What follows belongs to an exercise in optimizing a design on an open flow for small area, a short achievable clock period and few clock cycles per item; a production flow would make more cautious choices. In this exercise RTL edits were held to simulation tests only and were not proved equivalent to the original. Power is estimated from default activity; no workload was simulated.

**constraint.sdc**
```tcl
create_clock -name core_clock -period 7.0 [get_ports {clk}]
set_input_delay 1.4000 -clock core_clock [delete_from_list [all_inputs] [get_ports {clk}]]
set_output_delay 1.4000 -clock core_clock [all_outputs]
set_load 0.01 [all_outputs]
```
**config.mk**
```make
export PLATFORM = sky130hd
export DESIGN_NAME = bidirectional_byte_stack_unit
export DESIGN_NICKNAME = bidirectional_byte_stack_unit
export VERILOG_FILES = /design/flow/design.v
export SDC_FILE = /design/flow/constraint.sdc
export NUM_CORES = 4
export LEC_CHECK = 0
export CAP_MARGIN = 20
export CORE_MARGIN = 2
export CORE_UTILIZATION = 50
export CTS_CLUSTER_DIAMETER = 100
export CTS_CLUSTER_SIZE = 30
export SETUP_SLACK_MARGIN = 4.6
export SLEW_MARGIN = 20
```
**run.sh**
```bash
#!/bin/bash
# synth_recipe.tcl (not shown) runs the flow's synth.tcl, then flattens the netlist and writes it again
# the make line also repeats each setting of config.mk as NAME=value (left out here)
make -C /OpenROAD-flow-scripts/flow DESIGN_CONFIG=/design/flow/config.mk WORK_HOME=/design/flow/orfs CLKGATE_MAP_FILE= SYNTH_SCRIPT=/design/flow/synth_recipe.tcl finish
```
**design.v**
```verilog
package bbs_pkg;
    localparam int STACK_DEPTH = 256;
    localparam int PTR_W = $clog2(STACK_DEPTH);
    typedef logic [PTR_W-1:0] ptr_t;
    typedef logic [7:0] byte_t;
    typedef enum logic [2:0] {
        CMD_PUSH    = 3'd0,
        CMD_POP     = 3'd1,
        CMD_DUP     = 3'd2,
        CMD_DROP    = 3'd3,
        CMD_PEEK    = 3'd4,
        CMD_COMPARE = 3'd5
    } cmd_t;
endpackage
module bbs_ram (
    input  logic       clk,
    input  logic       rst_n,
    input  logic       sh_p,
    input  logic       sh_m,
    input  logic       pol,
    input  logic       wr0,
    input  logic       wr1,
    input  logic       wr2,
    input  logic       wr255,
    input  logic [7:0] d0,
    input  logic [7:0] d1,
    input  logic [7:0] d2,
    input  logic [7:0] d255,
    output logic [7:0] q0,
    output logic [7:0] q1,
    output logic [7:0] q2,
    output logic [7:0] q3,
    output logic [7:0] q254,
    output logic [7:0] q255
);
    logic [7:0]    r0;
    logic [2047:8] ring;
    logic [2047:0] cur;
    logic [2047:0] nxt;
    assign cur = {ring, r0};
    always_comb
    begin
        for (int j = 0; j < 256; j++)
        begin
            nxt[8*j +: 8] = ~(({8{sh_p}} & cur[8*((j+1)%256) +: 8])
                            | ({8{sh_m}} & cur[8*((j+255)%256) +: 8]));
        end
        if (wr0)
        begin
            nxt[7:0] = d0 ^ {8{~pol}};
        end
        if (wr1)
        begin
            nxt[15:8] = d1 ^ {8{~pol}};
        end
        if (wr2)
        begin
            nxt[23:16] = d2 ^ {8{~pol}};
        end
        if (wr255)
        begin
            nxt[2047:2040] = d255 ^ {8{~pol}};
        end
    end
    always_ff @(posedge clk or negedge rst_n)
    begin
        if (!rst_n)
        begin
            r0 <= '0;
        end
        else
        begin
            r0 <= nxt[7:0];
        end
    end
    always_ff @(posedge clk)
    begin
        ring <= nxt[2047:8];
    end
    assign q0   = r0;
    assign q1   = ring[15:8];
    assign q2   = ring[23:16];
    assign q3   = ring[31:24];
    assign q254 = ring[2039:2032];
    assign q255 = ring[2047:2040];
endmodule
module bidirectional_byte_stack_unit (
    input  logic       clk,
    input  logic       rst_n,
    input  logic       in_valid,
    output logic       in_stall,
    input  logic [2:0] command,
    input  logic       grow_down,
    input  logic [7:0] push_value,
    output logic       out_valid,
    input  logic       out_stall,
    output logic [7:0] read_value,
    output logic       zero_out,
    output logic       carry_out,
    output logic [7:0] pointer_out
);
    logic       ir_valid;
    logic [2:0] ir_cmd;
    logic       ir_down;
    logic [7:0] ir_val;
    logic       sh_p, sh_m;      
    logic       off, off_next;   
    logic       pol;             
    logic [7:0] sp_reg, sp_next;
    logic       zero_reg, zero_next;
    logic       carry_reg, carry_next;
    logic [7:0] du_reg, du_next;      
    logic [7:0] dd_reg, dd_next;      
    logic [8:0] span;                 
    logic       full_reg, full_next;  
    logic       newterr;              
    logic       vp1_reg, vp2_reg, vm1_reg, vm2_reg;
    logic       vp1_next, vp2_next, vm1_next, vm2_next;
    logic [1:0]  qc;         
    logic [2:0]  qv;         
    logic        ov_reg;     
    logic [17:0] qd0, qd1, qd2;
    logic [17:0] res;
    logic        stall_reg;
    logic       accept, pop;
    logic       in_up, in_dn, in_step, in_shp;
    logic       is_push, is_pd, is_rm, is_rd, is_cmp;
    logic       up, dn;
    logic       vp1, vp2, vm1, vm2;
    logic       clr0, wr_hi, wr_lo;
    logic [7:0] q0, q1, q2, q3, q254, q255;
    logic       sa1, sa2, sa255, sa0, a_zp;
    logic       sb2, sb3, sb254, sb255, b_zp;
    logic       nv_p1, nv_p2, nv_m1, nv_m2, pol_next;
    logic [7:0] a_st, b_st;            
    logic       a_eq_b, a_lt_b, a_gt_b;
    logic [7:0] a_val, wr_data, rv;
    logic       wr0, wr1, wr2, wr255;
    logic [7:0] d0, d1, d2, d255;
    logic [1:0] nq;
    logic       n_ge1, n_ge2, n_ge3;
    assign in_stall = stall_reg;
    assign accept   = in_valid & ~((qc == 2'd3) | ((qc == 2'd2) & ir_valid));
    assign pop      = qv[0] & ~out_stall;
    assign qv       = {qc == 2'd3, qc[1], qc != 2'd0};
    assign in_up   = ((command == bbs_pkg::CMD_PUSH) | (command == bbs_pkg::CMD_DUP)) & ~grow_down
                   | ((command == bbs_pkg::CMD_POP) | (command == bbs_pkg::CMD_DROP)) & grow_down;
    assign in_step = (command == bbs_pkg::CMD_PUSH) | (command == bbs_pkg::CMD_DUP)
                   | (command == bbs_pkg::CMD_POP) | (command == bbs_pkg::CMD_DROP);
    assign in_shp  = (accept & in_step) ? in_up : off_next;
    assign is_push = (ir_cmd == bbs_pkg::CMD_PUSH);
    assign is_pd   = (ir_cmd == bbs_pkg::CMD_PUSH) | (ir_cmd == bbs_pkg::CMD_DUP);
    assign is_rm   = (ir_cmd == bbs_pkg::CMD_POP)  | (ir_cmd == bbs_pkg::CMD_DROP);
    assign is_rd   = (ir_cmd == bbs_pkg::CMD_POP)  | (ir_cmd == bbs_pkg::CMD_PEEK);
    assign is_cmp  = (ir_cmd == bbs_pkg::CMD_COMPARE);
    assign up      = ir_valid & ((is_pd & ~ir_down) | (is_rm & ir_down));
    assign dn      = ir_valid & ((is_pd & ir_down) | (is_rm & ~ir_down));
    assign off_next = (up | dn) ? off : ~off;
    assign vp1 = vp1_reg;
    assign vp2 = vp2_reg;
    assign vm1 = vm1_reg;
    assign vm2 = vm2_reg;
    bbs_ram u_ram (
        .clk   (clk),
        .rst_n (rst_n),
        .sh_p  (sh_p),
        .sh_m  (sh_m),
        .pol   (pol),
        .wr0   (wr0),
        .wr1   (wr1),
        .wr2   (wr2),
        .wr255 (wr255),
        .d0    (d0),
        .d1    (d1),
        .d2    (d2),
        .d255  (d255),
        .q0    (q0),
        .q1    (q1),
        .q2    (q2),
        .q3    (q3),
        .q254  (q254),
        .q255  (q255)
    );
    assign a_st = ({8{sa1}} & q1) | ({8{sa2}} & q2) | ({8{sa255}} & q255) | ({8{sa0}} & q0)
                | {8{a_zp}};
    assign b_st = ({8{sb2}} & q2) | ({8{sb3}} & q3) | ({8{sb254}} & q254) | ({8{sb255}} & q255)
                | {8{b_zp}};
    assign a_eq_b = (a_st == b_st);
    assign a_lt_b = (a_st < b_st);
    assign a_gt_b = (a_st > b_st);
    assign a_val  = a_st ^ {8{pol}};
    assign wr_data = is_push ? ir_val : a_val;
    assign clr0  = ir_valid & (is_rm | (is_pd & (ir_down ? ~vm1 : ~vp1)));
    assign wr_hi = ir_valid & is_pd & ~ir_down;
    assign wr_lo = ir_valid & is_pd & ir_down;
    assign wr0   = (clr0 & ~off_next) | (wr_hi & off_next);
    assign wr1   = (clr0 & off_next) | (wr_lo & ~off_next);
    assign wr2   = wr_lo & off_next;
    assign wr255 = wr_hi & ~off_next;
    assign d0    = off_next ? wr_data : 8'd0;
    assign d1    = off_next ? 8'd0 : wr_data;
    assign d2    = wr_data;
    assign d255  = wr_data;
    assign rv = is_rd ? a_val : 8'd0;
    assign newterr = (up & ~vp1_reg) | (dn & ~vm1_reg);
    always_comb
    begin
        sp_next    = sp_reg;
        du_next    = du_reg;
        dd_next    = dd_reg;
        vp1_next   = vp1_reg;
        vp2_next   = vp2_reg;
        vm1_next   = vm1_reg;
        vm2_next   = vm2_reg;
        zero_next  = zero_reg;
        carry_next = carry_reg;
        if (up)
        begin
            sp_next  = sp_reg + 8'd1;
            du_next  = (du_reg == 8'd0) ? 8'd0 : du_reg - 8'd1;
            dd_next  = dd_reg + 8'd1;
            vp1_next = vp2_reg;
            vp2_next = du_reg > 8'd2;
            vm1_next = 1'b1;
            vm2_next = vm1_reg;
        end
        if (dn)
        begin
            sp_next  = sp_reg - 8'd1;
            dd_next  = (dd_reg == 8'd0) ? 8'd0 : dd_reg - 8'd1;
            du_next  = du_reg + 8'd1;
            vm1_next = vm2_reg;
            vm2_next = dd_reg > 8'd2;
            vp1_next = 1'b1;
            vp2_next = vp1_reg;
        end
        if (full_next)
        begin
            vp1_next = 1'b1;
            vp2_next = 1'b1;
            vm1_next = 1'b1;
            vm2_next = 1'b1;
        end
        if (ir_valid & is_cmp)
        begin
            zero_next  = a_eq_b;
            carry_next = pol ? a_gt_b : a_lt_b;
        end
    end
    assign span      = {1'b0, du_reg} + {1'b0, dd_reg};
    assign full_next = full_reg | (newterr & (span == 9'd254));
    assign res = {rv, zero_next, carry_next, sp_next};
    assign nv_p1    = vp1_next;
    assign nv_p2    = vp2_next;
    assign nv_m1    = vm1_next;
    assign nv_m2    = vm2_next;
    assign pol_next = ~pol;
    assign nq    = qc - 2'(pop) + 2'(ir_valid);
    assign n_ge1 = (nq >= 2'd1);
    assign n_ge2 = (nq >= 2'd2);
    assign n_ge3 = (nq == 2'd3);
    always_ff @(posedge clk or negedge rst_n)
    begin
        if (!rst_n)
        begin
            ir_valid  <= 1'b0;
            sh_p      <= 1'b0;
            sh_m      <= 1'b1;
            off       <= 1'b0;
            pol       <= 1'b0;
            sp_reg    <= '0;
            zero_reg  <= 1'b0;
            carry_reg <= 1'b0;
            du_reg    <= '0;
            dd_reg    <= '0;
            full_reg  <= 1'b0;
            vp1_reg   <= 1'b0;
            vp2_reg   <= 1'b0;
            vm1_reg   <= 1'b0;
            vm2_reg   <= 1'b0;
            qc        <= '0;
            ov_reg    <= 1'b0;
        end
        else
        begin
            ir_valid  <= accept;
            sh_p      <= in_shp;
            sh_m      <= ~in_shp;
            off       <= off_next;
            pol       <= ~pol;
            sp_reg    <= sp_next;
            zero_reg  <= zero_next;
            carry_reg <= carry_next;
            du_reg    <= du_next;
            dd_reg    <= dd_next;
            full_reg  <= full_next;
            vp1_reg   <= vp1_next;
            vp2_reg   <= vp2_next;
            vm1_reg   <= vm1_next;
            vm2_reg   <= vm2_next;
            qc        <= nq;
            ov_reg    <= n_ge1;
        end
    end
    always_ff @(posedge clk)
    begin
        stall_reg <= n_ge3 | (n_ge2 & accept);
        sa1       <= grow_down & ~off_next & nv_p1;
        sa2       <= grow_down & off_next & nv_p1;
        sa255     <= ~grow_down & ~off_next & nv_m1;
        sa0       <= ~grow_down & off_next & nv_m1;
        a_zp      <= pol_next & (grow_down ? ~nv_p1 : ~nv_m1);
        sb2       <= grow_down & ~off_next & nv_p2;
        sb3       <= grow_down & off_next & nv_p2;
        sb254     <= ~grow_down & ~off_next & nv_m2;
        sb255     <= ~grow_down & off_next & nv_m2;
        b_zp      <= pol_next & (grow_down ? ~nv_p2 : ~nv_m2);
    end
    always_ff @(posedge clk)
    begin
        ir_cmd  <= command;
        ir_down <= grow_down;
        ir_val  <= push_value;
        qd0 <= ({18{pop & qv[1]}} & qd1)
             | ({18{(pop & ~qv[1]) | ~qv[0]}} & res)
             | ({18{qv[0] & ~pop}} & qd0);
        if (pop)
        begin
            if (qv[2])
            begin
                qd1 <= qd2;
            end
            else
            begin
                qd1 <= res;
            end
            qd2 <= res;
        end
        else
        begin
            if (!qv[1])
            begin
                qd1 <= res;
            end
            if (!qv[2])
            begin
                qd2 <= res;
            end
        end
    end
    assign out_valid   = ov_reg;
    assign read_value  = qd0[17:10];
    assign zero_out    = qd0[9];
    assign carry_out   = qd0[8];
    assign pointer_out = qd0[7:0];
endmodule
```
==> flow_summary.html, run 1 <==
<table>
<tr><th>Metric</th><th>Value</th></tr>
<tr><th colspan="2">Status</th></tr>
<tr><td>Result of the run</td><td>timing/DRC/antenna clean</td></tr>
<tr><th colspan="2">Power and ir drop</th></tr>
<tr><td>Total power consumption of the routed design</td><td>just over 40 mW</td></tr>
<tr><td>Cell leakage power</td><td>27.36 nW</td></tr>
<tr><td>Power per Cell Area</td><td>596.7 mW/mm2</td></tr>
<tr><td>Maximum vdd drop</td><td>just over 400 uV</td></tr>
<tr><th colspan="2">Final layout</th></tr>
<tr><td>Area Overhead vs Synth</td><td>6.818%</td></tr>
<tr><td>Flip-flop count of the largest register after layout</td><td>about 2,000</td></tr>
<tr><td>Nets</td><td>around 5,100</td></tr>
<tr><td>Share of final-layout standard cells stronger than drive strength 1</td><td>6.133%</td></tr>
<tr><td>Biggest register</td><td>u_ram.ring</td></tr>
<tr><td>Final antenna diode count</td><td>0</td></tr>
<tr><th colspan="2">Synthesis</th></tr>
<tr><td>Synth warn</td><td>2</td></tr>
<tr><td>Leading post-synthesis cells by cell area</td><td>sky130_fd_sc_hd__dfxtp_1 (65%), sky130_fd_sc_hd__a22oi_1 (24%), sky130_fd_sc_hd__clkbuf_1 (2.8%)</td></tr>
<tr><td>Post-synthesis cell count</td><td>5,359</td></tr>
<tr><td>Top cells by count, synth</td><td>sky130_fd_sc_hd__dfxtp_1 (2,099), sky130_fd_sc_hd__a22oi_1 (2,044), sky130_fd_sc_hd__clkbuf_1 (488)</td></tr>
<tr><td>Area share of the largest cell type after synthesis</td><td>64.65%</td></tr>
<tr><td>Most used standard cell by instance count after synthesis</td><td>sky130_fd_sc_hd__dfxtp_1</td></tr>
<tr><td>Flop and latch count out of synthesis</td><td>around 2,200</td></tr>
<tr><td>Post-synthesis average cell area</td><td>12.13 um2</td></tr>
<tr><td>Synth Cell Area</td><td>~0.065 mm2</td></tr>
<tr><td>Library cells used by synthesis</td><td>64</td></tr>
<tr><td>Cell taking the most area after synthesis</td><td>sky130_fd_sc_hd__dfxtp_1</td></tr>
<tr><td>Ys flop type</td><td>sky130_fd_sc_hd__dfxtp_1</td></tr>
<tr><td>Sequential fraction of the synthesis area</td><td>67.29%</td></tr>
<tr><td>Net count of the mapped netlist</td><td>5,404</td></tr>
<tr><td>Ys async rst share</td><td>approximately 2.2%</td></tr>
<tr><td>EDFF count, synth</td><td>18</td></tr>
<tr><th colspan="2">Global routing</th></tr>
<tr><td>Overall overflow remaining after global route</td><td>0</td></tr>
<tr><td>Antenna violations before repair</td><td>0</td></tr>
<tr><td>Total Routing Usage GR</td><td>16.13%</td></tr>
<tr><td>Wire length of the first global-routing pass</td><td>~190,000 um</td></tr>
<tr><td>Largest net degree at the start of global routing</td><td>271</td></tr>
<tr><td>Via count of the first global-routing pass</td><td>37,496</td></tr>
<tr><th colspan="2">Clock network</th></tr>
<tr><td>TritonCTS buffer count</td><td>82</td></tr>
<tr><td>Maximum count of clock buffers along a single path</td><td>3</td></tr>
<tr><td>Clk slew on worst S/H paths</td><td>around 0.11 ns</td></tr>
<tr><td>Number of clock sinks seen by CTS</td><td>2,164</td></tr>
<tr><td>CTS tree</td><td>done</td></tr>
<tr><td>Root Buffer</td><td>sky130_fd_sc_hd__clkbuf_16</td></tr>
<tr><td>Source-to-sink clock delay at the later pin of the worst-skew pair</td><td>approximately 0.67 ns</td></tr>
<tr><td>Depth of the CTS H-tree</td><td>3</td></tr>
<tr><td>CTS Hold Bufs</td><td>0</td></tr>
<tr><th colspan="2">Routing</th></tr>
<tr><td>Post-detailed-routing wire length</td><td>114,100 um</td></tr>
<tr><td>Remaining routing DRC violations</td><td>0</td></tr>
<tr><td>DRT Pass-1 Iters</td><td>6</td></tr>
<tr><td>Number of vias per cell</td><td>5.921</td></tr>
<tr><td>Count of antenna-violating nets left after detailed routing</td><td>0</td></tr>
<tr><td>Overall via count from detail_route</td><td>40,343</td></tr>
<tr><td>DRC marker count from the first detailed-route iteration</td><td>3,632</td></tr>
<tr><td>Routed wirelength normalized by instance count</td><td>16.75 um</td></tr>
<tr><th colspan="2">Worst setup path</th></tr>
<tr><td>Cell with the largest stage delay on the worst path</td><td>sky130_fd_sc_hd__dfrtp_1</td></tr>
<tr><td>Maximum fanout along the worst path</td><td>1</td></tr>
<tr><td>Required @ worst endpoint</td><td>between 5 and 6 ns</td></tr>
<tr><td>Sequence of cells on the critical path</td><td>buf_6</td></tr>
<tr><td>Family of cells with the greatest summed delay on the critical path</td><td>flip-flops</td></tr>
<tr><td>Startpoint class of the critical path</td><td>register</td></tr>
<tr><td>Class of the most critical setup path</td><td>register to output port</td></tr>
<tr><td>Crit. End Element</td><td>output port</td></tr>
<tr><td>CP Buf/Inv Count</td><td>1</td></tr>
<tr><td>Arrival time of data at the critical path endpoint</td><td>1.24 ns</td></tr>
<tr><td>Delay of the slowest cell on the worst path</td><td>0.43 ns</td></tr>
<tr><th colspan="2">Floorplan</th></tr>
<tr><td>Die height</td><td>364.6 um</td></tr>
<tr><td>Row cnt</td><td>132</td></tr>
<tr><td>Area enclosed by the die boundary</td><td>about 0.13 mm2</td></tr>
<tr><td>Core Box Area</td><td>around 0.13 mm2</td></tr>
<tr><td>Number of I/O pins</td><td>36</td></tr>
<tr><td>Die W</td><td>364.6 um</td></tr>
<tr><td>Effective utilization at floorplan</td><td>50.26%</td></tr>
<tr><th colspan="2">Timing</th></tr>
<tr><td>Setup_tns</td><td>0 ns</td></tr>
<tr><td>Worst Skew</td><td>0.02161 ns</td></tr>
<tr><td>Shortest period the worst path allows</td><td>2.638 ns</td></tr>
<tr><td>Max-slew violation total from the final report</td><td>0</td></tr>
<tr><td>Final cycle utilization of the critical path</td><td>37.69%</td></tr>
<tr><td>Worst slew pin tran</td><td>1.172 ns</td></tr>
<tr><td>Final Hold Fails</td><td>0</td></tr>
<tr><td>RSZ-0062 raised after global routing</td><td>yes</td></tr>
<tr><td>Slew margin rel.</td><td>between 20% and 30%</td></tr>
<tr><td>Tightest hold margin</td><td>0.4297 ns</td></tr>
<tr><td>Count of final setup violators</td><td>0</td></tr>
<tr><td>Highest clock rate</td><td>379.1 MHz</td></tr>
<tr><th colspan="2">Job</th></tr>
<tr><td>Count of maximum capacitance violations</td><td>0</td></tr>
<tr><th colspan="2">Placed design</th></tr>
<tr><td>I/O Buffers</td><td>35</td></tr>
<tr><td>Final estimated routing congestion in global placement</td><td>about 0.78</td></tr>
<tr><td>DP HPWL</td><td>60,430 um</td></tr>
<tr><th colspan="2">Min path</th></tr>
<tr><td>Worst min-delay path class</td><td>register to register</td></tr>
</table>
## power breakdown
part / leakage, nW / internal [mW] / switching (mW) / total (mW)
sequential: 18.5 / 19.4 / 4.05 / 23.4
combinational: 7.83 / 5.85 / 6.44 / 12.3
clock: 1.07 / 2.20 / 3.49 / 5.69
total: 27.4 / 27.4 / 14.0 / 41.4
## per-layer routing
| metal | vias up | part of all wire (%) | track usage (%) |
|---|---|---|---|
| met5 | - | 0 | 0 |
| met4 | 0 | 1.9 | 3.630 |
| met3 | 128 | 3.1 | 2.250 |
| met2 | 494 | 44 | 24.86 |
| met1 | 19839 | 51 | 24.00 |
| li1 | 19882 | - | - |
## final timing paths
path                                  start               end  slack [ns]  cells after the start
min in group asynchronous             rst_n       u_ram.r0[2]        0.83                      2
min                        u_ram.ring[1676]  u_ram.ring[1668]        0.43                      1
max reg2reg                       du_reg[0]             sa255        4.60                     10
min reg2reg                u_ram.ring[1676]  u_ram.ring[1668]        0.43                      1
max in group asynchronous             rst_n              sh_p        5.67                      2
max                                  ov_reg         out_valid        4.36                      1
## repair_timing
| action | 4_1_cts | 5_1_grt |
|---|---|---|
| endpoints found under the hold margin | 0 | 0 |
| buffers inserted | 30 | 11 |
| setup endpoints to repair | 1192 | 686 |
| gates cloned | 9 | 6 |
| pin swaps | 16 | 16 |
| resized for setup | 165 | 38 |
## through the flow
step / setup slack [ns] / area (um2) / instances / utilization [%]
after floorplan: 4.112 / 65090 / 5359 / -
after global placement: 3.529 / 66080 / 6660 / 51.10
after detailed placement: 3.552 / 66080 / 6660 / 51.10
after CTS: 4.298 / 69010 / 6795 / 53.37
after global routing: 4.301 / 69430 / 6813 / 53.69
final: 4.362 / 69430 / 6813 / 53.69
## cell families (layout without fill, tap and decap cells)
logic type	after synthesis	after routing	synth area share [%]
buffers and inverters	544	254	3.180
flip-flops	2164	2164	67.29
AO/OA/AOI/OAI	2327	2327	26.41
adder cells (fa/ha/maj)	29	29	0.5698
multiplexers	17	17	0.2887
AND/OR/NAND/NOR	241	243	1.721
XOR/XNOR	37	37	0.5390
## cells in the final DEF (no fill, tap or decap), types with 7 or more instances in the layout
master and n:
sky130_fd_sc_hd__o21ai_1 11, sky130_fd_sc_hd__clkbuf_16 88, sky130_fd_sc_hd__nor2b_1 8, sky130_fd_sc_hd__bufbuf_16 8, sky130_fd_sc_hd__xnor2_1 31, sky130_fd_sc_hd__edfxtp_1 18, sky130_fd_sc_hd__inv_1 20, sky130_fd_sc_hd__a22oi_1 2043
sky130_fd_sc_hd__dfxtp_1 2070, sky130_fd_sc_hd__a32oi_1 15, sky130_fd_sc_hd__clkdlybuf4s50_1 13, sky130_fd_sc_hd__a21o_1 11, sky130_fd_sc_hd__buf_12 8, sky130_fd_sc_hd__dfxtp_2 25, sky130_fd_sc_hd__buf_4 55, sky130_fd_sc_hd__buf_16 13
sky130_fd_sc_hd__dfrtp_2 8, sky130_fd_sc_hd__o21a_1 11, sky130_fd_sc_hd__nand2_1 94, sky130_fd_sc_hd__a21oi_1 72, sky130_fd_sc_hd__and3_1 8, sky130_fd_sc_hd__a222oi_1 19, sky130_fd_sc_hd__buf_6 26, sky130_fd_sc_hd__o21ai_0 75
sky130_fd_sc_hd__o221ai_1 7, sky130_fd_sc_hd__nor3_1 8, sky130_fd_sc_hd__mux2_2 14, sky130_fd_sc_hd__o31ai_1 7, sky130_fd_sc_hd__nor2_1 60, sky130_fd_sc_hd__a221oi_1 9, sky130_fd_sc_hd__nand3_1 15, sky130_fd_sc_hd__o211ai_1 12
sky130_fd_sc_hd__and2_1 9, sky130_fd_sc_hd__dfrtp_1 37, sky130_fd_sc_hd__ha_1 23
## area by class of cell
type / count / area [um2]
Inverter: 27 / 105.1
Timing Repair Buffer: 130 / 1743
Fill cell: 11198 / 59890
Timing Repair inverter: 1 / 7.507
Tap cell: 1742 / 2180
Multi-Input combinational cell: 2653 / 19410
Clock inverter: 6 / 55.05
Clock buffer: 90 / 2125
Sequential cell: 2164 / 43800
Testbench counts, summed over its fixed seeds: cycles 32,016, items 32,000.
==> inputs of run 2 (changes only) <==
--- a/config.mk
+++ b/config.mk
@@ -8,7 +8,8 @@
 export CAP_MARGIN = 20
 export CORE_MARGIN = 2
-export CORE_UTILIZATION = 50
-export CTS_CLUSTER_DIAMETER = 100
-export CTS_CLUSTER_SIZE = 30
-export SETUP_SLACK_MARGIN = 4.6
+export CORE_UTILIZATION = 70
+export CTS_CLUSTER_DIAMETER = 80
+export CTS_CLUSTER_SIZE = 24
+export PLACE_DENSITY = 0.8
+export SETUP_SLACK_MARGIN = 4.8
 export SLEW_MARGIN = 20
==> flow_summary.html, run 2 <==
<table>
<tr><th>Metric</th><th>Value</th></tr>
<tr><th colspan="2">Routing</th></tr>
<tr><td>Post-detailed-routing wire length</td><td>113,800 um (-0.27%)</td></tr>
<tr><td>Count of antenna-violating nets left after detailed routing</td><td>0 (unchanged)</td></tr>
<tr><td>DRC marker count from the first detailed-route iteration</td><td>4,611 (+27%)</td></tr>
<tr><td>Routed wirelength normalized by instance count</td><td>17.90 um (+6.9%)</td></tr>
<tr><td>Number of vias per cell</td><td>6.468 (+9.2%)</td></tr>
<tr><td>DRT Pass-1 Iters</td><td>10 (+4)</td></tr>
<tr><td>Remaining routing DRC violations</td><td>0 (unchanged)</td></tr>
<tr><td>Overall via count from detail_route</td><td>41,126 (+1.9%)</td></tr>
<tr><th colspan="2">Timing</th></tr>
<tr><td>Count of final setup violators</td><td>0 (unchanged)</td></tr>
<tr><td>Shortest period the worst path allows</td><td>2.671 ns (+0.03311 ns)</td></tr>
<tr><td>Max-slew violation total from the final report</td><td>0 (unchanged)</td></tr>
<tr><td>Final Hold Fails</td><td>0 (unchanged)</td></tr>
<tr><td>Worst slew pin tran</td><td>0.9446 ns (-0.2274 ns)</td></tr>
<tr><td>RSZ-0062 raised after global routing</td><td>yes</td></tr>
<tr><td>Final cycle utilization of the critical path</td><td>38.16% (+0.47 points)</td></tr>
<tr><td>Slew margin rel.</td><td>37.03% (+15 points)</td></tr>
<tr><td>Highest clock rate</td><td>374.4 MHz (-1.2%)</td></tr>
<tr><td>Setup_tns</td><td>0 ns (unchanged)</td></tr>
<tr><td>Worst Skew</td><td>0.02911 ns (+0.007499 ns)</td></tr>
<tr><th colspan="2">Final layout</th></tr>
<tr><td>Most common cell after layout, fill and taps aside</td><td>sky130_fd_sc_hd__dfxtp_1</td></tr>
<tr><td>Commonest cells after routing, fill and taps aside</td><td>sky130_fd_sc_hd__dfxtp_1 (2,070), sky130_fd_sc_hd__a22oi_1 (2,044), sky130_fd_sc_hd__clkbuf_16 (110)</td></tr>
<tr><td>Area Overhead vs Synth</td><td>7.215%</td></tr>
<tr><td>Final antenna diode count</td><td>0 (unchanged)</td></tr>
<tr><td>Flip-flop count of the largest register after layout</td><td>2,040 (unchanged)</td></tr>
<tr><td>Share of final-layout standard cells stronger than drive strength 1</td><td>7.136% (+1.0 points)</td></tr>
<tr><td>Biggest register</td><td>u_ram.ring</td></tr>
<tr><td>Nets</td><td>5,144 (+0.78%)</td></tr>
<tr><th colspan="2">Synthesis</th></tr>
<tr><td>Compound-gate portion of the synthesized area</td><td>26.41% (unchanged)</td></tr>
<tr><td>Net count of the mapped netlist</td><td>5,404 (unchanged)</td></tr>
<tr><td>Synth Cell Area</td><td>0.06500 mm2 (unchanged)</td></tr>
<tr><td>Top cells by count, synth</td><td>sky130_fd_sc_hd__dfxtp_1 (2,099), sky130_fd_sc_hd__a22oi_1 (2,044), sky130_fd_sc_hd__clkbuf_1 (488)</td></tr>
<tr><td>Library cells used by synthesis</td><td>64 (unchanged)</td></tr>
<tr><td>Cell taking the most area after synthesis</td><td>sky130_fd_sc_hd__dfxtp_1</td></tr>
<tr><td>Most used standard cell by instance count after synthesis</td><td>sky130_fd_sc_hd__dfxtp_1</td></tr>
<tr><td>Flop and latch count out of synthesis</td><td>2,164 (unchanged)</td></tr>
<tr><td>Post-synthesis average cell area</td><td>12.13 um2 (unchanged)</td></tr>
<tr><td>Fraction of synthesized area in multiplexers</td><td>0.2887% (unchanged)</td></tr>
<tr><td>Ys flop type</td><td>sky130_fd_sc_hd__dfxtp_1</td></tr>
<tr><td>EDFF count, synth</td><td>18 (unchanged)</td></tr>
<tr><td>Xor/xnor share of the synthesized area</td><td>0.5390% (unchanged)</td></tr>
<tr><td>Leading post-synthesis cells by cell area</td><td>sky130_fd_sc_hd__dfxtp_1 (65%), sky130_fd_sc_hd__a22oi_1 (24%), sky130_fd_sc_hd__clkbuf_1 (2.8%)</td></tr>
<tr><td>Ys async rst share</td><td>2.172% (unchanged)</td></tr>
<tr><td>Synth warn</td><td>2 (unchanged)</td></tr>
<tr><td>Area fraction in and, or, nand and nor cells after synthesis</td><td>1.721% (unchanged)</td></tr>
<tr><td>Post-synthesis cell count</td><td>5,359 (unchanged)</td></tr>
<tr><td>Area share of the largest cell type after synthesis</td><td>64.65% (unchanged)</td></tr>
<tr><td>Sequential fraction of the synthesis area</td><td>67.29% (unchanged)</td></tr>
<tr><td>Main combinational cell family by area after synthesis</td><td>compound AO/OA/AOI/OAI gates</td></tr>
<tr><td>Adder-cell share of the synthesized area</td><td>0.5698% (unchanged)</td></tr>
<tr><th colspan="2">Clock network</th></tr>
<tr><td>CTS tree</td><td>done</td></tr>
<tr><td>Source-to-sink clock delay at the later pin of the worst-skew pair</td><td>0.72 ns (+0.05 ns)</td></tr>
<tr><td>TritonCTS buffer count</td><td>100 (+22%)</td></tr>
<tr><td>Depth of the CTS H-tree</td><td>3 (unchanged)</td></tr>
<tr><td>Maximum count of clock buffers along a single path</td><td>3 (unchanged)</td></tr>
<tr><td>Clk slew on worst S/H paths</td><td>0.10 ns (about the same)</td></tr>
<tr><td>Root Buffer</td><td>sky130_fd_sc_hd__clkbuf_16</td></tr>
<tr><td>CTS Hold Bufs</td><td>0 (unchanged)</td></tr>
<tr><td>Number of clock sinks seen by CTS</td><td>2,164 (unchanged)</td></tr>
<tr><th colspan="2">Power and ir drop</th></tr>
<tr><td>Maximum vdd drop</td><td>452.0 uV (+11%)</td></tr>
<tr><td>Internal cell power</td><td>28.19 mW (+2.7%)</td></tr>
<tr><td>Cell leakage power</td><td>27.80 nW (+1.6%)</td></tr>
<tr><td>Sequential Power Share</td><td>55.3% (-1.3 points)</td></tr>
<tr><td>Clock group share of total power</td><td>14.7% (+1.0 points)</td></tr>
<tr><td>Power per Cell Area</td><td>610.0 mW/mm2 (+2.2%)</td></tr>
<tr><td>Total power consumption of the routed design</td><td>42.51 mW (+2.6%)</td></tr>
<tr><td>Switch share</td><td>33.68% (-0.066 points)</td></tr>
<tr><td>Gate power share</td><td>30.0% (+0.3 points)</td></tr>
<tr><td>Switching power of the nets</td><td>14.32 mW (+2.4%)</td></tr>
<tr><th colspan="2">Placed design</th></tr>
<tr><td>Final estimated routing congestion in global placement</td><td>0.8433 (+8.7%)</td></tr>
<tr><td>I/O Buffers</td><td>35 (unchanged)</td></tr>
<tr><td>DP HPWL</td><td>59,960 um (-0.77%)</td></tr>
<tr><th colspan="2">Worst setup path</th></tr>
<tr><td>Delay of the slowest cell on the worst path</td><td>0.42 ns (about the same)</td></tr>
<tr><td>CP Buf/Inv Count</td><td>1 (unchanged)</td></tr>
<tr><td>Sequence of cells on the critical path</td><td>buf_2</td></tr>
<tr><td>Maximum fanout along the worst path</td><td>1 (unchanged)</td></tr>
<tr><td>Crit. End Element</td><td>output port</td></tr>
<tr><td>Required @ worst endpoint</td><td>5.60 ns (about the same)</td></tr>
<tr><td>Class of the most critical setup path</td><td>register to output port</td></tr>
<tr><td>Startpoint class of the critical path</td><td>register</td></tr>
<tr><td>Cell with the largest stage delay on the worst path</td><td>sky130_fd_sc_hd__dfrtp_1</td></tr>
<tr><td>Family of cells with the greatest summed delay on the critical path</td><td>flip-flops</td></tr>
<tr><td>Arrival time of data at the critical path endpoint</td><td>1.27 ns (+0.03 ns)</td></tr>
<tr><th colspan="2">Floorplan</th></tr>
<tr><td>Row cnt</td><td>111 (-16%)</td></tr>
<tr><td>Number of I/O pins</td><td>36 (unchanged)</td></tr>
<tr><td>Die height</td><td>308.7 um (-15%)</td></tr>
<tr><td>Area enclosed by the die boundary</td><td>0.09531 mm2 (-28%)</td></tr>
<tr><td>Core Box Area</td><td>0.09180 mm2 (-29%)</td></tr>
<tr><td>Die W</td><td>308.7 um (-15%)</td></tr>
<tr><td>Effective utilization at floorplan</td><td>70.80% (+21 points)</td></tr>
<tr><th colspan="2">Global routing</th></tr>
<tr><td>Total Routing Usage GR</td><td>22.31% (+6.2 points)</td></tr>
<tr><td>Via count of the first global-routing pass</td><td>37,918 (+1.1%)</td></tr>
<tr><td>Largest net degree at the start of global routing</td><td>265 (-2.2%)</td></tr>
<tr><td>Wire length of the first global-routing pass</td><td>184,200 um (-1.6%)</td></tr>
<tr><td>Overall overflow remaining after global route</td><td>0 (unchanged)</td></tr>
<tr><td>Antenna violations before repair</td><td>1 (+1)</td></tr>
<tr><th colspan="2">Status</th></tr>
<tr><td>Result of the run</td><td>timing/DRC/antenna clean</td></tr>
<tr><th colspan="2">Min path</th></tr>
<tr><td>Worst min-delay path class</td><td>register to register</td></tr>
<tr><th colspan="2">Job</th></tr>
<tr><td>Count of maximum capacitance violations</td><td>0 (unchanged)</td></tr>
</table>
-- run 2: cell counts after synthesis --
Identical to the previous run, type by type.
-- run 2: cell families after synthesis --
group,count (synthesis)
adders and majority gates,29
and+or+nand+nor,241
buffers and inverters,544
muxes,17
xor gates and xnor gates,37
AOI/OAI and AO/OA,2327
DFF,2164
-- run 2: routing by layer --
layer  GRT usage, %  share of wire, %  vias to the layer above
met5              0             0.011                        -
met4          5.230               1.9                        2
met3          3.069               4.0                      177
met2          35.74                47                      769
met1          32.33                47                    20209
li1               -                 -                    19969
-- run 2: timing repair --
| action | in CTS | in global routing |
|---|---|---|
| resized for setup | 190 | 45 |
| setup endpoints to repair | 2029 | 1089 |
| setup buffers | 51 | 18 |
| pin swaps | 23 | 21 |
| gates cloned | 10 | 6 |
-- run 2: worst paths after layout --
check | startpoint | to | slack, ns | cells past startpoint
setup / recovery | ov_reg | out_valid | 4.33 | 1
hold / removal | u_ram.ring[72] | u_ram.ring[64] | 0.42 | 1
setup reg to reg | du_reg[0] | sa1 | 4.49 | 10
hold reg to reg | u_ram.ring[72] | u_ram.ring[64] | 0.42 | 1
max in group asynchronous | rst_n | sh_p | 5.69 | 2
min in group asynchronous | rst_n | du_reg[6] | 0.79 | 2
-- run 2: stage by stage --
step                area (um2)  utilization (%)  worst slack [ns]  instances  hold slack (ns)
floorplan                65130                -             4.112       5359           0.4149
global placement         65490            71.33             3.553       6155           0.4171
detailed placement       65490            71.34             3.532       6155           0.4238
CTS                      69230            75.41             4.273       6334           0.4244
global route             69690            75.91             4.276       6358           0.4442
finish                   69690            75.91             4.329       6358           0.4221
-- run 2: power groups by stage --
stage               Sequential, mW  Combinational [mW]  Clock, mW
finish                        23.5                12.7       6.26
global route                  24.2                14.3       6.85
CTS                           23.5                12.3       6.43
detailed placement            23.7                11.4          0
global placement              23.5                10.8          0
floorplan                     22.2                9.97          0
-- run 2: cell type report --
cell class,count,area (um2)
clock buffer,113,2679
clock inverter,5,60.06
fill,5954,22110
inverter,27,105.1
multi-input combinational,2655,19530
sequential,2164,43810
tap,1243,1555
timing repair buffer,150,1948
timing repair inverter,1,7.507
==> inputs of run 3 (changes only) <==
--- a/config.mk
+++ b/config.mk
@@ -8,8 +8,7 @@
 export CAP_MARGIN = 20
 export CORE_MARGIN = 2
-export CORE_UTILIZATION = 70
+export CORE_UTILIZATION = 55
 export CTS_CLUSTER_DIAMETER = 80
 export CTS_CLUSTER_SIZE = 24
-export PLACE_DENSITY = 0.8
 export SETUP_SLACK_MARGIN = 4.8
 export SLEW_MARGIN = 20
==> flow_summary.html, run 3 <==
<table>
<tr><th>Metric</th><th>Value</th></tr>
<tr><th colspan="2">Status</th></tr>
<tr><td>Result of the run</td><td>timing/DRC/antenna clean</td></tr>
<tr><th colspan="2">Worst setup path</th></tr>
<tr><td>Sequence of cells on the critical path</td><td>buf_2</td></tr>
<tr><td>Arrival time of data at the critical path endpoint</td><td>1.20 ns (-0.07 ns)</td></tr>
<tr><td>Delay of the slowest cell on the worst path</td><td>0.37 ns (-0.05 ns)</td></tr>
<tr><td>Cell with the largest stage delay on the worst path</td><td>sky130_fd_sc_hd__dfrtp_1</td></tr>
<tr><td>CP Buf/Inv Count</td><td>1 (unchanged)</td></tr>
<tr><td>Class of the most critical setup path</td><td>register to output port</td></tr>
<tr><td>Family of cells with the greatest summed delay on the critical path</td><td>flip-flops</td></tr>
<tr><td>Required @ worst endpoint</td><td>5.60 ns (about the same)</td></tr>
<tr><td>Maximum fanout along the worst path</td><td>1 (unchanged)</td></tr>
<tr><td>Crit. End Element</td><td>output port</td></tr>
<tr><td>Worst reg2reg setup slack</td><td>4.55 ns (+0.06 ns)</td></tr>
<tr><td>Startpoint class of the critical path</td><td>register</td></tr>
<tr><th colspan="2">Routing</th></tr>
<tr><td>Overall via count from detail_route</td><td>40,352 (-1.9%)</td></tr>
<tr><td>Post-detailed-routing wire length</td><td>112,100 um (-1.5%)</td></tr>
<tr><td>DRT Pass-1 Iters</td><td>10 (unchanged)</td></tr>
<tr><td>DRC marker count from the first detailed-route iteration</td><td>3,756 (-19%)</td></tr>
<tr><td>Number of vias per cell</td><td>6.090 (-5.9%)</td></tr>
<tr><td>Routed wirelength normalized by instance count</td><td>16.92 um (-5.5%)</td></tr>
<tr><td>Remaining routing DRC violations</td><td>0 (unchanged)</td></tr>
<tr><td>Count of antenna-violating nets left after detailed routing</td><td>0 (unchanged)</td></tr>
<tr><th colspan="2">Synthesis</th></tr>
<tr><td>Synth warn</td><td>2 (unchanged)</td></tr>
<tr><td>Compound-gate portion of the synthesized area</td><td>26.41% (unchanged)</td></tr>
<tr><td>Ys async rst share</td><td>2.172% (unchanged)</td></tr>
<tr><td>Most used standard cell by instance count after synthesis</td><td>sky130_fd_sc_hd__dfxtp_1</td></tr>
<tr><td>Flop and latch count out of synthesis</td><td>2,164 (unchanged)</td></tr>
<tr><td>Library cells used by synthesis</td><td>64 (unchanged)</td></tr>
<tr><td>Top cells by count, synth</td><td>sky130_fd_sc_hd__dfxtp_1 (2,099), sky130_fd_sc_hd__a22oi_1 (2,044), sky130_fd_sc_hd__clkbuf_1 (488)</td></tr>
<tr><td>Xor/xnor share of the synthesized area</td><td>0.5390% (unchanged)</td></tr>
<tr><td>EDFF count, synth</td><td>18 (unchanged)</td></tr>
<tr><td>Sequential fraction of the synthesis area</td><td>67.29% (unchanged)</td></tr>
<tr><td>Cell taking the most area after synthesis</td><td>sky130_fd_sc_hd__dfxtp_1</td></tr>
<tr><td>Main combinational cell family by area after synthesis</td><td>compound AO/OA/AOI/OAI gates</td></tr>
<tr><td>Fraction of synthesized area in multiplexers</td><td>0.2887% (unchanged)</td></tr>
<tr><td>Adder-cell share of the synthesized area</td><td>0.5698% (unchanged)</td></tr>
<tr><td>Area share of the largest cell type after synthesis</td><td>64.65% (unchanged)</td></tr>
<tr><td>Post-synthesis cell count</td><td>5,359 (unchanged)</td></tr>
<tr><td>Leading post-synthesis cells by cell area</td><td>sky130_fd_sc_hd__dfxtp_1 (65%), sky130_fd_sc_hd__a22oi_1 (24%), sky130_fd_sc_hd__clkbuf_1 (2.8%)</td></tr>
<tr><td>Post-synthesis average cell area</td><td>12.13 um2 (unchanged)</td></tr>
<tr><td>Area fraction in and, or, nand and nor cells after synthesis</td><td>1.721% (unchanged)</td></tr>
<tr><td>Ys flop type</td><td>sky130_fd_sc_hd__dfxtp_1</td></tr>
<tr><td>Net count of the mapped netlist</td><td>5,404 (unchanged)</td></tr>
<tr><td>Synth Cell Area</td><td>0.06500 mm2 (unchanged)</td></tr>
<tr><th colspan="2">Timing</th></tr>
<tr><td>Slew margin rel.</td><td>30.90% (-6.1 points)</td></tr>
<tr><td>Count of final setup violators</td><td>0 (unchanged)</td></tr>
<tr><td>Final Hold Fails</td><td>0 (unchanged)</td></tr>
<tr><td>Final cycle utilization of the critical path</td><td>37.17% (-0.99 points)</td></tr>
<tr><td>Max-slew violation total from the final report</td><td>0 (unchanged)</td></tr>
<tr><td>Tightest hold margin</td><td>0.4275 ns (+0.005337 ns)</td></tr>
<tr><td>Shortest period the worst path allows</td><td>2.602 ns (-0.06919 ns)</td></tr>
<tr><td>Worst slew pin tran</td><td>1.036 ns (+0.09192 ns)</td></tr>
<tr><td>Setup_tns</td><td>0 ns (unchanged)</td></tr>
<tr><td>Worst Skew</td><td>0.01908 ns (-0.01003 ns)</td></tr>
<tr><td>Highest clock rate</td><td>384.3 MHz (+2.7%)</td></tr>
<tr><td>RSZ-0062 raised after global routing</td><td>yes</td></tr>
<tr><th colspan="2">Clock network</th></tr>
<tr><td>TritonCTS buffer count</td><td>101 (+1.0%)</td></tr>
<tr><td>Clk slew on worst S/H paths</td><td>0.09 ns (about the same)</td></tr>
<tr><td>CTS tree</td><td>done</td></tr>
<tr><td>Root Buffer</td><td>sky130_fd_sc_hd__clkbuf_16</td></tr>
<tr><td>Maximum count of clock buffers along a single path</td><td>3 (unchanged)</td></tr>
<tr><td>Depth of the CTS H-tree</td><td>3 (unchanged)</td></tr>
<tr><td>Number of clock sinks seen by CTS</td><td>2,164 (unchanged)</td></tr>
<tr><td>CTS Hold Bufs</td><td>0 (unchanged)</td></tr>
<tr><td>Source-to-sink clock delay at the later pin of the worst-skew pair</td><td>0.71 ns (about the same)</td></tr>
<tr><th colspan="2">Job</th></tr>
<tr><td>Count of maximum capacitance violations</td><td>0 (unchanged)</td></tr>
<tr><th colspan="2">Power and ir drop</th></tr>
<tr><td>Maximum vdd drop</td><td>442.5 uV (-2.1%)</td></tr>
<tr><td>Total power consumption of the routed design</td><td>41.87 mW (-1.5%)</td></tr>
<tr><td>Cell leakage power</td><td>27.55 nW (-0.89%)</td></tr>
<tr><td>Power per Cell Area</td><td>601.5 mW/mm2 (-1.4%)</td></tr>
<tr><th colspan="2">Final layout</th></tr>
<tr><td>Non-filler cells, final</td><td>6,626 (+4.2%)</td></tr>
<tr><td>Nets</td><td>5,116 (-0.54%)</td></tr>
<tr><td>Register area</td><td>0.04380 mm2 (about the same)</td></tr>
<tr><td>Flip-flop count of the largest register after layout</td><td>2,040 (unchanged)</td></tr>
<tr><td>Share of final-layout standard cells stronger than drive strength 1</td><td>6.485% (-0.65 points)</td></tr>
<tr><td>Area occupied by multi-input gates</td><td>0.01941 mm2 (-0.60%)</td></tr>
<tr><td>Area Overhead vs Synth</td><td>7.091%</td></tr>
<tr><td>Most common cell after layout, fill and taps aside</td><td>sky130_fd_sc_hd__dfxtp_1</td></tr>
<tr><td>Final standard cell utilization of the core</td><td>59.19% (-17 points)</td></tr>
<tr><td>Commonest cells after routing, fill and taps aside</td><td>sky130_fd_sc_hd__dfxtp_1 (2,070), sky130_fd_sc_hd__a22oi_1 (2,044), sky130_fd_sc_hd__clkbuf_16 (107)</td></tr>
<tr><td>Fill count</td><td>9,817 (+65%)</td></tr>
<tr><td>Biggest register</td><td>u_ram.ring</td></tr>
<tr><th colspan="2">Global routing</th></tr>
<tr><td>Antenna violations before repair</td><td>0 (-1)</td></tr>
<tr><td>Via count of the first global-routing pass</td><td>37,748 (-0.45%)</td></tr>
<tr><td>Overall overflow remaining after global route</td><td>0 (unchanged)</td></tr>
<tr><td>Wire length of the first global-routing pass</td><td>187,900 um (+2.0%)</td></tr>
<tr><td>Total Routing Usage GR</td><td>17.68% (-4.6 points)</td></tr>
<tr><td>Largest net degree at the start of global routing</td><td>244 (-7.9%)</td></tr>
<tr><th colspan="2">Floorplan</th></tr>
<tr><td>Number of I/O pins</td><td>36 (unchanged)</td></tr>
<tr><td>Die height</td><td>347.8 um (+13%)</td></tr>
<tr><td>Row cnt</td><td>126 (+14%)</td></tr>
<tr><td>Core Box Area</td><td>0.1176 mm2 (+28%)</td></tr>
<tr><td>Area enclosed by the die boundary</td><td>0.1209 mm2 (+27%)</td></tr>
<tr><td>Effective utilization at floorplan</td><td>55.27% (-16 points)</td></tr>
<tr><td>Die W</td><td>347.8 um (+13%)</td></tr>
<tr><th colspan="2">Placed design</th></tr>
<tr><td>Final estimated routing congestion in global placement</td><td>0.8094 (-4.0%)</td></tr>
<tr><td>DP HPWL</td><td>59,800 um (-0.27%)</td></tr>
<tr><td>I/O Buffers</td><td>35 (unchanged)</td></tr>
<tr><td>Placed insts</td><td>6,450 (+4.8%)</td></tr>
<tr><th colspan="2">Min path</th></tr>
<tr><td>Worst min-delay path class</td><td>register to register</td></tr>
</table>
run 3: final cells by class:
| type | count | share of cell area, % |
|---|---|---|
| clock buffers | 112 | 3.812 |
| diodes | 1 | 0.003595 |
| well taps | 1536 | 2.761 |
| inverters | 27 | 0.1726 |
| repair inverters | 1 | 0.01078 |
| flip-flops and latches | 2164 | 62.93 |
| repair buffers | 123 | 2.288 |
| multi-input cells | 2653 | 27.89 |
| clock inverters | 9 | 0.1384 |
run 3: through the flow:
step	cell area, um2	worst slack (ns)
after CTS	69280	4.322
after global placement	65830	3.519
after global routing	69610	4.321
after detailed placement	65840	3.531
after floorplan	65130	4.112
final	69610	4.398
run 3: cell families (layout without fill, tap and decap cells):
group,after synthesis,after routing
xor gates and xnor gates,37,38
adders and majority gates,29,29
other,0,1
and+or+nand+nor,241,242
muxes,17,17
buffers and inverters,544,272
AOI/OAI and AO/OA,2327,2327
DFF,2164,2164
run 3: final timing paths:
kind	cells after the start	from	end
setup / recovery	1	ov_reg	out_valid
hold / removal	1	u_ram.ring[1377]	u_ram.ring[1369]
setup reg to reg	10	du_reg[0]	sb254
hold reg to reg	1	u_ram.ring[1377]	u_ram.ring[1369]
max in group asynchronous	2	rst_n	sh_p
min in group asynchronous	2	rst_n	dd_reg[7]
run 3: metal layers:
| layer | GRT usage, % | wire length (um) | vias to the layer above |
|---|---|---|---|
| li1 | - | - | 19944 |
| met1 | 27.16 | 57900 | 19782 |
| met2 | 26.39 | 48730 | 501 |
| met3 | 2.276 | 3871 | 125 |
| met4 | 4.205 | 1621 | 0 |
| met5 | 0 | 0 | - |
run 3: power by group:
| group | total [mW] | switching (mW) | internal (mW) | leakage, nW |
|---|---|---|---|---|
| Combinational | 12.1 | 6.38 | 5.75 | 7.73 |
| Sequential | 23.4 | 3.99 | 19.4 | 18.5 |
| Clock | 6.33 | 3.62 | 2.71 | 1.35 |
| Total | 41.9 | 14.0 | 27.9 | 27.6 |
run 3: what timing repair did:
action,in CTS,in global routing
gates resized for setup,174,29
setup buffers,33,12
pin swaps,22,9
endpoints found under the setup margin,1770,830
gates cloned,6,3
==> inputs of run 4 (changes only) <==
--- a/design.v
+++ b/design.v
@@ -118,7 +118,9 @@
     logic       vp1_next, vp2_next, vm1_next, vm2_next;
     logic [1:0]  qc;         
-    logic [2:0]  qv;         
+    logic [1:0]  qv;         
     logic        ov_reg;     
-    logic [17:0] qd0, qd1, qd2;
+    logic [17:0] qd0, qd1;
+    logic        exec;       
+    logic        ir_valid_next, nx_down, nx_step, nx_up;
     logic [17:0] res;
     logic        stall_reg;
@@ -139,14 +141,14 @@
     logic [7:0] d0, d1, d2, d255;
     logic [1:0] nq;
-    logic       n_ge1, n_ge2, n_ge3;
+    logic       n_ge1, n_ge2;
+    assign exec     = ir_valid & ~qc[1];
     assign in_stall = stall_reg;
-    assign accept   = in_valid & ~((qc == 2'd3) | ((qc == 2'd2) & ir_valid));
+    assign accept   = in_valid & ~(ir_valid & qc[1]);
     assign pop      = qv[0] & ~out_stall;
-    assign qv       = {qc == 2'd3, qc[1], qc != 2'd0};
+    assign qv       = {qc[1], qc != 2'd0};
     assign in_up   = ((command == bbs_pkg::CMD_PUSH) | (command == bbs_pkg::CMD_DUP)) & ~grow_down
                    | ((command == bbs_pkg::CMD_POP) | (command == bbs_pkg::CMD_DROP)) & grow_down;
     assign in_step = (command == bbs_pkg::CMD_PUSH) | (command == bbs_pkg::CMD_DUP)
                    | (command == bbs_pkg::CMD_POP) | (command == bbs_pkg::CMD_DROP);
-    assign in_shp  = (accept & in_step) ? in_up : off_next;
     assign is_push = (ir_cmd == bbs_pkg::CMD_PUSH);
     assign is_pd   = (ir_cmd == bbs_pkg::CMD_PUSH) | (ir_cmd == bbs_pkg::CMD_DUP);
@@ -154,6 +156,6 @@
     assign is_rd   = (ir_cmd == bbs_pkg::CMD_POP)  | (ir_cmd == bbs_pkg::CMD_PEEK);
     assign is_cmp  = (ir_cmd == bbs_pkg::CMD_COMPARE);
-    assign up      = ir_valid & ((is_pd & ~ir_down) | (is_rm & ir_down));
-    assign dn      = ir_valid & ((is_pd & ir_down) | (is_rm & ~ir_down));
+    assign up      = exec & ((is_pd & ~ir_down) | (is_rm & ir_down));
+    assign dn      = exec & ((is_pd & ir_down) | (is_rm & ~ir_down));
     assign off_next = (up | dn) ? off : ~off;
     assign vp1 = vp1_reg;
@@ -191,7 +193,7 @@
     assign a_val  = a_st ^ {8{pol}};
     assign wr_data = is_push ? ir_val : a_val;
-    assign clr0  = ir_valid & (is_rm | (is_pd & (ir_down ? ~vm1 : ~vp1)));
-    assign wr_hi = ir_valid & is_pd & ~ir_down;
-    assign wr_lo = ir_valid & is_pd & ir_down;
+    assign clr0  = exec & (is_rm | (is_pd & (ir_down ? ~vm1 : ~vp1)));
+    assign wr_hi = exec & is_pd & ~ir_down;
+    assign wr_lo = exec & is_pd & ir_down;
     assign wr0   = (clr0 & ~off_next) | (wr_hi & off_next);
     assign wr1   = (clr0 & off_next) | (wr_lo & ~off_next);
@@ -242,5 +244,5 @@
             vm2_next = 1'b1;
         end
-        if (ir_valid & is_cmp)
+        if (exec & is_cmp)
         begin
             zero_next  = a_eq_b;
@@ -256,8 +258,12 @@
     assign nv_m2    = vm2_next;
     assign pol_next = ~pol;
-    assign nq    = qc - 2'(pop) + 2'(ir_valid);
-    assign n_ge1 = (nq >= 2'd1);
-    assign n_ge2 = (nq >= 2'd2);
-    assign n_ge3 = (nq == 2'd3);
+    assign nq    = qc - 2'(pop) + 2'(exec);
+    assign n_ge1 = (nq != 2'd0);
+    assign n_ge2 = nq[1];
+    assign ir_valid_next = accept | (ir_valid & ~exec);
+    assign nx_down       = accept ? grow_down : ir_down;
+    assign nx_step       = accept ? in_step : (is_pd | is_rm);
+    assign nx_up         = accept ? in_up : ((is_pd & ~ir_down) | (is_rm & ir_down));
+    assign in_shp        = (ir_valid_next & ~n_ge2 & nx_step) ? nx_up : off_next;
     always_ff @(posedge clk or negedge rst_n)
     begin
@@ -284,5 +290,5 @@
         else
         begin
-            ir_valid  <= accept;
+            ir_valid  <= ir_valid_next;
             sh_p      <= in_shp;
             sh_m      <= ~in_shp;
@@ -305,46 +311,30 @@
     always_ff @(posedge clk)
     begin
-        stall_reg <= n_ge3 | (n_ge2 & accept);
-        sa1       <= grow_down & ~off_next & nv_p1;
-        sa2       <= grow_down & off_next & nv_p1;
-        sa255     <= ~grow_down & ~off_next & nv_m1;
-        sa0       <= ~grow_down & off_next & nv_m1;
-        a_zp      <= pol_next & (grow_down ? ~nv_p1 : ~nv_m1);
-        sb2       <= grow_down & ~off_next & nv_p2;
-        sb3       <= grow_down & off_next & nv_p2;
-        sb254     <= ~grow_down & ~off_next & nv_m2;
-        sb255     <= ~grow_down & off_next & nv_m2;
-        b_zp      <= pol_next & (grow_down ? ~nv_p2 : ~nv_m2);
+        stall_reg <= ir_valid_next & n_ge2;
+        sa1       <= nx_down & ~off_next & nv_p1;
+        sa2       <= nx_down & off_next & nv_p1;
+        sa255     <= ~nx_down & ~off_next & nv_m1;
+        sa0       <= ~nx_down & off_next & nv_m1;
+        a_zp      <= pol_next & (nx_down ? ~nv_p1 : ~nv_m1);
+        sb2       <= nx_down & ~off_next & nv_p2;
+        sb3       <= nx_down & off_next & nv_p2;
+        sb254     <= ~nx_down & ~off_next & nv_m2;
+        sb255     <= ~nx_down & off_next & nv_m2;
+        b_zp      <= pol_next & (nx_down ? ~nv_p2 : ~nv_m2);
     end
     always_ff @(posedge clk)
     begin
-        ir_cmd  <= command;
-        ir_down <= grow_down;
-        ir_val  <= push_value;
+        if (accept)
+        begin
+            ir_cmd  <= command;
+            ir_down <= grow_down;
+            ir_val  <= push_value;
+        end
         qd0 <= ({18{pop & qv[1]}} & qd1)
              | ({18{(pop & ~qv[1]) | ~qv[0]}} & res)
              | ({18{qv[0] & ~pop}} & qd0);
-        if (pop)
-        begin
-            if (qv[2])
-            begin
-                qd1 <= qd2;
-            end
-            else
-            begin
-                qd1 <= res;
-            end
-            qd2 <= res;
-        end
-        else
+        if (!qv[1])
         begin
-            if (!qv[1])
-            begin
-                qd1 <= res;
-            end
-            if (!qv[2])
-            begin
-                qd2 <= res;
-            end
+            qd1 <= res;
         end
     end
--- a/config.mk
+++ b/config.mk
@@ -8,7 +8,7 @@
 export CAP_MARGIN = 20
 export CORE_MARGIN = 2
-export CORE_UTILIZATION = 55
-export CTS_CLUSTER_DIAMETER = 80
-export CTS_CLUSTER_SIZE = 24
-export SETUP_SLACK_MARGIN = 4.8
+export CORE_UTILIZATION = 45
+export CTS_CLUSTER_DIAMETER = 70
+export CTS_CLUSTER_SIZE = 20
+export SETUP_SLACK_MARGIN = 5.0
 export SLEW_MARGIN = 20
==> flow_summary.html, run 4 <==
<table>
<tr><th>Metric</th><th>Value</th></tr>
<tr><th colspan="2">Status</th></tr>
<tr><td>Result of the run</td><td>timing/DRC/antenna clean</td></tr>
<tr><th colspan="2">Timing</th></tr>
<tr><td>Highest clock rate</td><td>373.1 MHz (-2.9%)</td></tr>
<tr><td>Tightest hold margin</td><td>0.4186 ns (-0.008859 ns)</td></tr>
<tr><td>Shortest period the worst path allows</td><td>2.680 ns (+0.07800 ns)</td></tr>
<tr><td>RSZ-0062 raised after global routing</td><td>yes</td></tr>
<tr><td>Worst Skew</td><td>0.03228 ns (+0.01320 ns)</td></tr>
<tr><td>Max-slew violation total from the final report</td><td>0 (unchanged)</td></tr>
<tr><td>Final Hold Fails</td><td>0 (unchanged)</td></tr>
<tr><td>Minimum setup slack in the final design</td><td>4.320 ns (-0.07800 ns)</td></tr>
<tr><td>Count of final setup violators</td><td>0 (unchanged)</td></tr>
<tr><td>Slew margin rel.</td><td>44.22% (+13 points)</td></tr>
<tr><th colspan="2">Routing</th></tr>
<tr><td>DRT Pass-1 Iters</td><td>6 (-4)</td></tr>
<tr><td>Count of antenna-violating nets left after detailed routing</td><td>0 (unchanged)</td></tr>
<tr><td>Routed wirelength normalized by instance count</td><td>16.64 um (-1.6%)</td></tr>
<tr><td>Remaining routing DRC violations</td><td>0 (unchanged)</td></tr>
<tr><td>DRC marker count from the first detailed-route iteration</td><td>3,312 (-12%)</td></tr>
<tr><th colspan="2">Final layout</th></tr>
<tr><td>Register area</td><td>0.04354 mm2 (-0.59%)</td></tr>
<tr><td>Biggest register</td><td>u_ram.ring</td></tr>
<tr><td>Non-filler cells, final</td><td>6,930 (+4.6%)</td></tr>
<tr><td>Final antenna diode count</td><td>0 (-1)</td></tr>
<tr><td>Flip-flop count of the largest register after layout</td><td>2,040 (unchanged)</td></tr>
<tr><td>Most common cell after layout, fill and taps aside</td><td>sky130_fd_sc_hd__a22oi_1</td></tr>
<tr><td>Commonest cells after routing, fill and taps aside</td><td>sky130_fd_sc_hd__a22oi_1 (2,062), sky130_fd_sc_hd__dfxtp_1 (2,043), sky130_fd_sc_hd__clkbuf_16 (130)</td></tr>
<tr><th colspan="2">Global routing</th></tr>
<tr><td>Via count of the first global-routing pass</td><td>38,138 (+1.0%)</td></tr>
<tr><td>Antenna violations before repair</td><td>0 (unchanged)</td></tr>
<tr><td>Wire length of the first global-routing pass</td><td>189,000 um (+0.58%)</td></tr>
<tr><th colspan="2">Power and ir drop</th></tr>
<tr><td>Internal cell power</td><td>28.70 mW (+2.9%)</td></tr>
<tr><td>Power per Cell Area</td><td>612.2 mW/mm2 (+1.8%)</td></tr>
<tr><td>Gate power share</td><td>30.0% (+1.0 points)</td></tr>
<tr><td>Switching power of the nets</td><td>14.60 mW (+4.3%)</td></tr>
<tr><td>Switch share</td><td>33.72% (+0.29 points)</td></tr>
<tr><td>Maximum vdd drop</td><td>393.8 uV (-11%)</td></tr>
<tr><td>Total power consumption of the routed design</td><td>43.29 mW (+3.4%)</td></tr>
<tr><td>Clock group share of total power</td><td>16.2% (+1.1 points)</td></tr>
<tr><th colspan="2">Synthesis</th></tr>
<tr><td>Ys async rst share</td><td>2.190% (+0.018 points)</td></tr>
<tr><td>Area share of the largest cell type after synthesis</td><td>64.57% (-0.075 points)</td></tr>
<tr><td>Flop and latch count out of synthesis</td><td>2,146 (-0.83%)</td></tr>
<tr><td>Synth Cell Area</td><td>0.06418 mm2 (-1.3%)</td></tr>
<tr><td>Top cells by count, synth</td><td>sky130_fd_sc_hd__dfxtp_1 (2,070), sky130_fd_sc_hd__a22oi_1 (2,064), sky130_fd_sc_hd__clkbuf_1 (478)</td></tr>
<tr><td>Net count of the mapped netlist</td><td>5,281 (-2.3%)</td></tr>
<tr><td>Most used standard cell by instance count after synthesis</td><td>sky130_fd_sc_hd__dfxtp_1</td></tr>
<tr><td>Ys flop type</td><td>sky130_fd_sc_hd__dfxtp_1</td></tr>
<tr><td>Library cells used by synthesis</td><td>72 (+13%)</td></tr>
<tr><td>EDFF count, synth</td><td>29 (+11)</td></tr>
<tr><th colspan="2">Worst setup path</th></tr>
<tr><td>Startpoint class of the critical path</td><td>register</td></tr>
<tr><td>Maximum fanout along the worst path</td><td>1 (unchanged)</td></tr>
<tr><td>Delay of the slowest cell on the worst path</td><td>0.40 ns (+0.03 ns)</td></tr>
<tr><td>Cell with the largest stage delay on the worst path</td><td>sky130_fd_sc_hd__dfrtp_1</td></tr>
<tr><td>Family of cells with the greatest summed delay on the critical path</td><td>flip-flops</td></tr>
<tr><td>Arrival time of data at the critical path endpoint</td><td>1.28 ns (+0.08 ns)</td></tr>
<tr><td>Sequence of cells on the critical path</td><td>buf_2</td></tr>
<tr><td>CP Buf/Inv Count</td><td>1 (unchanged)</td></tr>
<tr><th colspan="2">Placed design</th></tr>
<tr><td>Setup WS pre-CTS</td><td>3.499 ns (-0.03219 ns)</td></tr>
<tr><td>Final estimated routing congestion in global placement</td><td>0.8191 (+1.2%)</td></tr>
<tr><td>DP HPWL</td><td>59,140 um (-1.1%)</td></tr>
<tr><td>I/O Buffers</td><td>35 (unchanged)</td></tr>
<tr><td>Placed insts</td><td>6,697 (+3.8%)</td></tr>
<tr><th colspan="2">Clock network</th></tr>
<tr><td>TritonCTS buffer count</td><td>121 (+20%)</td></tr>
<tr><td>Number of clock sinks seen by CTS</td><td>2,146 (-0.83%)</td></tr>
<tr><td>Depth of the CTS H-tree</td><td>3 (unchanged)</td></tr>
<tr><td>CTS tree</td><td>done</td></tr>
<tr><td>Root Buffer</td><td>sky130_fd_sc_hd__clkbuf_16</td></tr>
<tr><td>Clk slew on worst S/H paths</td><td>0.08 ns (about the same)</td></tr>
<tr><td>Maximum count of clock buffers along a single path</td><td>3 (unchanged)</td></tr>
<tr><td>Source-to-sink clock delay at the later pin of the worst-skew pair</td><td>0.74 ns (+0.03 ns)</td></tr>
<tr><th colspan="2">Floorplan</th></tr>
<tr><td>Effective utilization at floorplan</td><td>45.33% (-9.9 points)</td></tr>
<tr><td>Die W</td><td>381.6 um (+9.7%)</td></tr>
<tr><td>Row cnt</td><td>138 (+9.5%)</td></tr>
<tr><td>Core Box Area</td><td>0.1416 mm2 (+20%)</td></tr>
<tr><th colspan="2">Job</th></tr>
<tr><td>Count of maximum capacitance violations</td><td>0 (unchanged)</td></tr>
<tr><th colspan="2">Min path</th></tr>
<tr><td>Worst min-delay path class</td><td>register to register</td></tr>
</table>
[run 4: changes by cell type in the layout (fill, tap and decap cells not counted), moves of 14 or more]
cell	change
sky130_fd_sc_hd__nand2_1	-32
sky130_fd_sc_hd__dfxtp_1	-27
sky130_fd_sc_hd__buf_4	+16
sky130_fd_sc_hd__o21ai_0	-37
sky130_fd_sc_hd__xnor2_1	-17
sky130_fd_sc_hd__clkbuf_16	+23
sky130_fd_sc_hd__mux2_2	-14
sky130_fd_sc_hd__a22o_1	+18
sky130_fd_sc_hd__a22oi_1	+18
[run 4: power by group through the flow]
stage               clock [mW]  sequential, mW  combinational (mW)
global route              7.75            24.1                14.6
global placement             0            23.5                11.1
floorplan                    0            22.1                10.1
detailed placement           0            23.6                11.6
CTS                       7.32            23.3                12.7
finish                    7.02            23.3                13.0
[run 4: what timing repair did]
action | in CTS | in global routing
hold buffers | 0 | 0
gates cloned | 11 | 7
pin swaps | 40 | 48
setup endpoints to repair | 2081 | 796
gates resized for setup | 229 | 76
buffers inserted | 46 | 21
[run 4: area by class of cell]
type,instances,share of cell area (%)
Sequential cell,2146,61.57
Multi-Input combinational cell,2562,27.18
Clock buffer,134,4.469
Tap cell,1890,3.344
Timing Repair Buffer,155,3.017
Clock inverter,14,0.2459
Inverter,28,0.1575
Timing Repair inverter,1,0.01062
[run 4: worst paths after layout]
path / from / end / slack (ns) / depth (start not counted)
max reg2reg: sb3 / qd1[8] / 4.44 / 8
min in group asynchronous: rst_n / du_reg[5] / 0.78 / 2
min reg2reg: u_ram.ring[764] / u_ram.ring[756] / 0.42 / 1
max: ov_reg / out_valid / 4.32 / 1
min: u_ram.ring[764] / u_ram.ring[756] / 0.42 / 1
max in group asynchronous: rst_n / sh_p / 5.70 / 2
[run 4: routing by layer]
layer / wire length, um / global-route usage [%] / vias to the layer above
met5: 0 / 0 / -
met4: 2312 / 3.886 / 0
met3: 4149 / 2.611 / 185
met2: 52430 / 23.01 / 518
met1: 56450 / 20.97 / 19916
li1: - / - / 19658
[run 4: logic make-up after synthesis]
group | Yosys count | synth area share, %
fa+ha+maj | 29 | 0.5771
xor+xnor | 34 | 0.4640
simple gates | 206 | 1.509
mux | 8 | 0.1287
compound gates | 2284 | 26.44
buf+inv | 529 | 3.121
flops | 2146 | 67.76
[run 4: through the flow]
stage / instance area [um2] / utilization [%]
after detailed placement: 65570 / 46.31
final: 70720 / 49.95
after global placement: 65570 / 46.31
after floorplan: 64340 / -
after global routing: 70720 / 49.95
after CTS: 70130 / 49.53
Testbench counts of run 4, summed over its fixed seeds: cycles 32,016, items 32,000.

-- static timing again, ports no longer ideal --
The flow's constraints put no driver on any port. The routed layouts listed below were extracted and timed again, unchanged, in two steps. Step 1: set_driving_cell puts a clkbuf_16 on clk and a buf_2 on each other input, an assumption about the parent block. Step 2 times the ports against the registers' clock, not the clock port: input delays grow and output delays shrink by t, the midpoint of the rising clock arrivals with the driver on. Slacks: ideal ports / drivers / drivers and shift; pairs: ideal ports / drivers.
| run | t (ns) | setup slack, ns | clock arrival spread, ns | worst slew at a driven data input, ns |
|---|---|---|---|---|
| run 1 | 0.737 | 4.362 / 4.294 / 3.974 | 0.032 / 0.032 | 0.03 |
| run 2 | 0.764 | 4.329 / 4.263 / 4.157 | 0.047 / 0.048 | 0.08 |
| run 3 | 0.771 | 4.398 / 4.322 / 4.156 | 0.023 / 0.024 | 0.07 |
| run 4 | 0.802 | 4.320 / 4.249 / 4.020 | 0.036 / 0.036 | 0.04 |
After both steps setup and hold are still met in every run listed. The setup slack of run 1, which loses most, moves by -0.068 ns with the drivers and by -0.388 ns with both steps.
